This design comes from an exercise in tuning for a short achievable clock period and few clock cycles on the open sky130 flow, not from production work. Where RTL was checked, it was by simulation tests only, not by an equivalence proof against the original. No activity file was given, so power comes from the tool's default toggle rates.

Design dcache_top, start of the top module:
module dcache_top (
	input  logic                  CLK,
	input  logic                  nRST,
	input  dcache_pkg::dc_addr_t  dmem_addr,
	input  logic                  dmem_ren,
	input  logic                  dmem_wen,
	input  logic [32-1:0] dmem_store,
	input  logic                  halt,
	output logic                  dhit,
	output logic [32-1:0] dmem_load,
	output logic                  flushed,
	output logic                  mem_ren,
	output logic                  mem_wen,
	output logic [32-1:0] mem_addr,
	output logic [32-1:0] mem_store,
	input  logic [32-1:0] mem_load,
	input  logic                  mem_wait
);
export LEC_CHECK = 0
export ABC_CLOCK_PERIOD_IN_PS = 2500
export CAP_MARGIN = 20
export CORE_MARGIN = 2
export CORE_UTILIZATION = 30
export SETUP_SLACK_MARGIN = 5.0
export SLEW_MARGIN = 20
export TNS_END_PERCENT = 100
create_clock -name core_clock -period 9.0 [get_ports {CLK}]
run.sh (not shown) runs the stock make flow with config.mk's settings and CLKGATE_MAP_FILE= SYNTH_SCRIPT=/design/flow/synth_recipe.tcl, a recipe that flattens the netlist after the stock synthesis.
Testbench counts at the start, summed over its fixed seeds: cycles 12,045.
==> next run, changes <==
--- a/flow/design.v
+++ b/flow/design.v
@@ -28,19 +28,19 @@
 	input  logic                  mem_wait
 );
 	localparam int TW = 26;
 	localparam int WW = 32;
 	localparam int IW = 3;
 	localparam int NS = 8;
 	localparam int NF = 2 * NS;      
 	localparam int BW = TW + IW;     
 	localparam int NB = 4;  
-	localparam int PW = 2;
+	localparam int PW = $clog2(NB);
 	typedef enum logic [3:0] {
 		st_idle,    
 		st_check,   
 		st_rdq,     
 		st_rdwait,  
 		st_rddone,  
 		st_scan,    
 		st_drain,   
 		st_hitw,    
The changed run produced a clean layout; power does not change; sequential cell count is unchanged; design area is unchanged; worst setup slack does not change; wire length does not change; via count stays the same; fmax does not change; clock power barely changes; die area is unchanged; area after synthesis is unchanged; synthesized cell count is unchanged; global-route usage stays the same; count of clock-buffer cells in the layout is unchanged; core utilization stays the same.
No functional check of the RTL was part of the second run of this note.

== rev 12 ==
dcache_top, a different RTL version from the one above (not shown whole).
Size: ~11000 cells after synthesis, roughly 110000 µm² of cells after synthesis.
export LEC_CHECK = 0
export ABC_CLOCK_PERIOD_IN_PS = 2500
export CAP_MARGIN = 20
export CORE_MARGIN = 2
export CORE_UTILIZATION = 45
export SETUP_SLACK_MARGIN = 5.0
export SLEW_MARGIN = 20
export TNS_END_PERCENT = 100
create_clock -name core_clock -period 9.0 [get_ports {CLK}]
standard.sh (not shown) runs the stock make flow with config.mk's settings and CLKGATE_MAP_FILE= SYNTH_SCRIPT=/design/flow/synth_recipe.tcl, a recipe that flattens the netlist after the stock synthesis.
==> flow/flow/run.sh <==
#!/bin/bash
# The standard layout, with two changes to how it is made:
# - the input and output ports get plain buffers (buf_4) instead of the
#   delay-cell buffers that buffer_ports picks on its own
# - timing repair aims at a larger setup margin than config.mk may set
# The make output goes to flow_make.log; each ORFS step keeps its own log
# under orfs/logs.
set -euo pipefail
bash standard.sh \
	"BUFFER_PORTS_ARGS=-buffer_cell sky130_fd_sc_hd__buf_4" \
	"SETUP_SLACK_MARGIN=6.0" \
	finish > flow_make.log 2>&1
Stage in which a tool error killed rev 12: 5_1_grt.
Testbench counts of rev 12, summed over its fixed seeds: cycles 11,492.
Edits applied to the flow inputs when going from rev 12 to rev 13:
-- flow/design.v --
<<< rev 12, line 34
	localparam int NF = 2 * NS;      
	localparam int BW = TW + IW;     
	localparam int NB = 4;  
	localparam int PW = 2;
	typedef enum logic [3:0] {
		st_idle,    
>>> rev 13, line 34
	localparam int NF = 2 * NS;      
	localparam int BW = TW + IW;     
	localparam int NB = 8;  
	localparam int PW = 3;
	typedef enum logic [3:0] {
		st_idle,    
<<< rev 12, line 60
	logic [WW-1:0] load_q, maddr_q, mstore_q;
	state_t        state, state_n;
	logic          idle_q, rdst_q;  
	logic [WW-1:0] hit_count;
	logic [3:0]    fp_q;  
>>> rev 13, line 60
	logic [WW-1:0] load_q, maddr_q, mstore_q;
	state_t        state, state_n;
	logic          idle_q, rdst_q, stall_q;  
	logic [WW-1:0] hit_count;
	logic [3:0]    fp_q;  
<<< rev 12, line 165
		ok   = hit || can_alloc;
	end
	logic d_wr, d_rc, d_rf, d_rm, d_ack, d_any;
	assign d_wr  = idle && dmem_wen && ok && !infl;
	assign d_rc  = idle && dmem_ren && wvalid;
	assign d_rf  = idle && dmem_ren && !wvalid && fwd && ok;
>>> rev 13, line 165
		ok   = hit || can_alloc;
	end
	logic start_write, wr_block;  
	logic d_wr, d_rc, d_rf, d_rm, d_ack, d_any;
	assign d_wr  = idle && dmem_wen && ok && !infl && !(start_write && wr_block);
	assign d_rc  = idle && dmem_ren && wvalid;
	assign d_rf  = idle && dmem_ren && !wvalid && fwd && ok;
<<< rev 12, line 231
		end
	end
	logic rd_want, wslot, start_read, start_write, start_hitw, wr_block;
	logic head_pend, hitw_sel;
	assign rd_want     = d_rm || (rdst_q && !rd_on_q);
	assign wslot       = ((idle && (req || halt)) || rdst_q || scan || state == st_drain)
	                     && !rd_want;
	assign wr_block    = d_wr && |(fsel & at_head);
	assign head_pend   = head_v && (|head_m);
	assign hitw_sel    = (state == st_drain) && !wb_pend;
	assign start_read  = !bus_next && rd_want;
	assign start_write = !bus_next && wslot && head_pend && !wr_block
	                     && !(1 && pf_go);
	assign start_hitw  = !bus_next && hitw_sel && !push;
	logic pf_v_q, pfi_q, pfi_ok_q, pf_o_q, pfi_o_q, pf_go, start_pf, pf_fill;
	logic [NF-1:0] pf_f_q, pfi_f_q;
	logic [WW-1:0] pf_addr_q;
	assign pf_go    = pf_v_q && ((idle && req) || rdst_q) && !rd_want;
	assign start_pf = !bus_next && pf_go && !start_write;
	assign pf_fill  = pfi_q && pfi_ok_q && bus_done;
	logic pf_kill, pfi_kill;
>>> rev 13, line 232
		end
	end
	logic rq_slot, wslot, rd_want, start_read, start_hitw;
	logic head_pend, hitw_sel;
	assign rq_slot     = (idle && dmem_ren && !stall_q) || (rdst_q && !rd_on_q);
	assign wslot       = (idle && (dmem_wen || halt || stall_q)) || (rdst_q && rd_on_q)
	                     || scan || state == st_drain;
	assign rd_want     = (d_rm && !stall_q) || (rdst_q && !rd_on_q);
	assign wr_block    = |(fsel & at_head) && hw_word == a_wo;
	assign head_pend   = head_v && (|head_m);
	assign hitw_sel    = (state == st_drain) && !wb_pend;
	assign start_read  = !bus_next && rd_want;
	assign start_write = !bus_next && wslot && head_pend && !pf_sel;
	assign start_hitw  = !bus_next && hitw_sel && !push;
	logic pf_v_q, pfi_q, pfi_ok_q, pf_o_q, pfi_o_q, pf_go, start_pf, pf_fill;
	logic [NF-1:0] pf_f_q, pfi_f_q;
	logic [WW-1:0] pf_addr_q;
	logic pf_sel;
	assign pf_go    = pf_v_q && ((idle && dmem_wen) || (rdst_q && rd_on_q));
	assign pf_sel   = pf_go && (1 || !head_pend);
	assign start_pf = !bus_next && pf_sel;
	assign pf_fill  = pfi_q && pfi_ok_q && bus_done;
	logic pf_kill, pfi_kill;
<<< rev 12, line 256
	logic [WW-1:0] maddr_n, mstore_n, maddr_k, mstore_k;
	always_comb begin
		if (start_read)
			maddr_n = {a_tag, a_set, a_wo, 2'b00};
		else if (start_pf)
			maddr_n = pf_addr_q;
		else if (hitw_sel)
>>> rev 13, line 259
	logic [WW-1:0] maddr_n, mstore_n, maddr_k, mstore_k;
	always_comb begin
		if (rq_slot)
			maddr_n = {a_tag, a_set, a_wo, 2'b00};
		else if (pf_sel)
			maddr_n = pf_addr_q;
		else if (hitw_sel)
<<< rev 12, line 311
			idle_q    <= 1'b1;
			rdst_q    <= 1'b0;
			hit_count <= '0;
			fp_q      <= '0;
>>> rev 13, line 314
			idle_q    <= 1'b1;
			rdst_q    <= 1'b0;
			stall_q   <= 1'b0;
			hit_count <= '0;
			fp_q      <= '0;
<<< rev 12, line 389
			idle_q  <= (state_n == st_idle);
			rdst_q  <= (state_n == st_rd);
			if (scan && fadv)
				fp_q <= fp_q + 1'b1;
>>> rev 13, line 393
			idle_q  <= (state_n == st_idle);
			rdst_q  <= (state_n == st_rd);
			stall_q <= idle && req && !d_any;
			if (scan && fadv)
				fp_q <= fp_q + 1'b1;
<<< rev 12, line 403
			load_q <= mem_load;
		else
			load_q <= ({WW{wv0}} & dsel[0]) | ({WW{wv1}} & dsel[1])
			          | ({WW{!wvalid}} & fdat);
		if (upd_q && rdst_q)
			rdf_q <= wf_q;
>>> rev 13, line 408
			load_q <= mem_load;
		else
			load_q <= ({WW{wv0}} & dsel[0]) | ({WW{wv1}} & dsel[1]) | fdat;
		if (upd_q && rdst_q)
			rdf_q <= wf_q;
<<< rev 12, line 412
			pf_addr_q <= {rtag_q, set_q, !wo_q, 2'b00};
		end
		if (start_pf) begin
			pfi_f_q <= pf_f_q;
			pfi_o_q <= pf_o_q;
>>> rev 13, line 416
			pf_addr_q <= {rtag_q, set_q, !wo_q, 2'b00};
		end
		if (!bus_next) begin
			pfi_f_q <= pf_f_q;
			pfi_o_q <= pf_o_q;
--- outcome ---
- Rev 13 did not make it past 5_1_grt, where a tool error ended it.
- Seen in the log of rev 12: GRT-0232 during 5_1_grt, after which the run never completed.
- Rev 13 ends up with a compound-cell area share of the yosys netlist that is 1.8 points lower than in rev 12.
- Rev 13 — horizontal extent of the die about 8% higher, rev 12 as reference
- Diff rev 12 -> rev 13: row count increased by 14 relative to the old numbers, quantity of gates resized following cts increased by 372 relative to the old numbers, count of distinct cell types in the synthesized netlist decreased by 4 relative to the old numbers, clock sink count increased by 391 relative to the old numbers, minimum setup slack after placement increased by 0.61 ns relative to the old numbers.
- Synthesized cell count grows by more than 10% when moving from rev 12 to rev 13.
- On number of nets in the synthesized netlist: rev 13 sits above rev 12.
- There was hardly any difference in xor and xnor area share after synthesis between rev 12 and rev 13.
- Rev 12 → rev 13: area after synthesis higher; synthesized area divided by synthesized cell count now larger; total half-perimeter wirelength after legalization and detailed placement went up by about 11%.
For rev 13, only the layout was checked, not whether the RTL still works.

## port drivers added, routing unchanged
Ports are ideal in the flow. The routed layouts listed here were re-timed in OpenROAD.
Step 1 (the two cells are an assumption about what drives the block):
set clk [get_ports {CLK}]
set_driving_cell -lib_cell sky130_fd_sc_hd__clkbuf_16 $clk
set_driving_cell -lib_cell sky130_fd_sc_hd__buf_2 [delete_from_list [all_inputs] $clk]
Step 2 times the ports against the registers' clock, not the clock port: input delays grow and output delays shrink by t, the midpoint of the rising clock arrivals with the driver on.
Slacks: ideal ports / drivers / drivers and shift; pairs: ideal ports / drivers.
run	shift t [ns]	slack for setup (ns)	worst setup path after step 2	latest minus earliest clock arrival (ns)	pins driven straight from the clock port
the first run of note 1	0.998	3.379 / 3.270 / 3.807	input to register	0.081 / 0.082	1
the second run of note 1	0.998	3.379 / 3.270 / 3.807	input to register	0.081 / 0.082	1
After both steps every run listed still meets setup and hold.
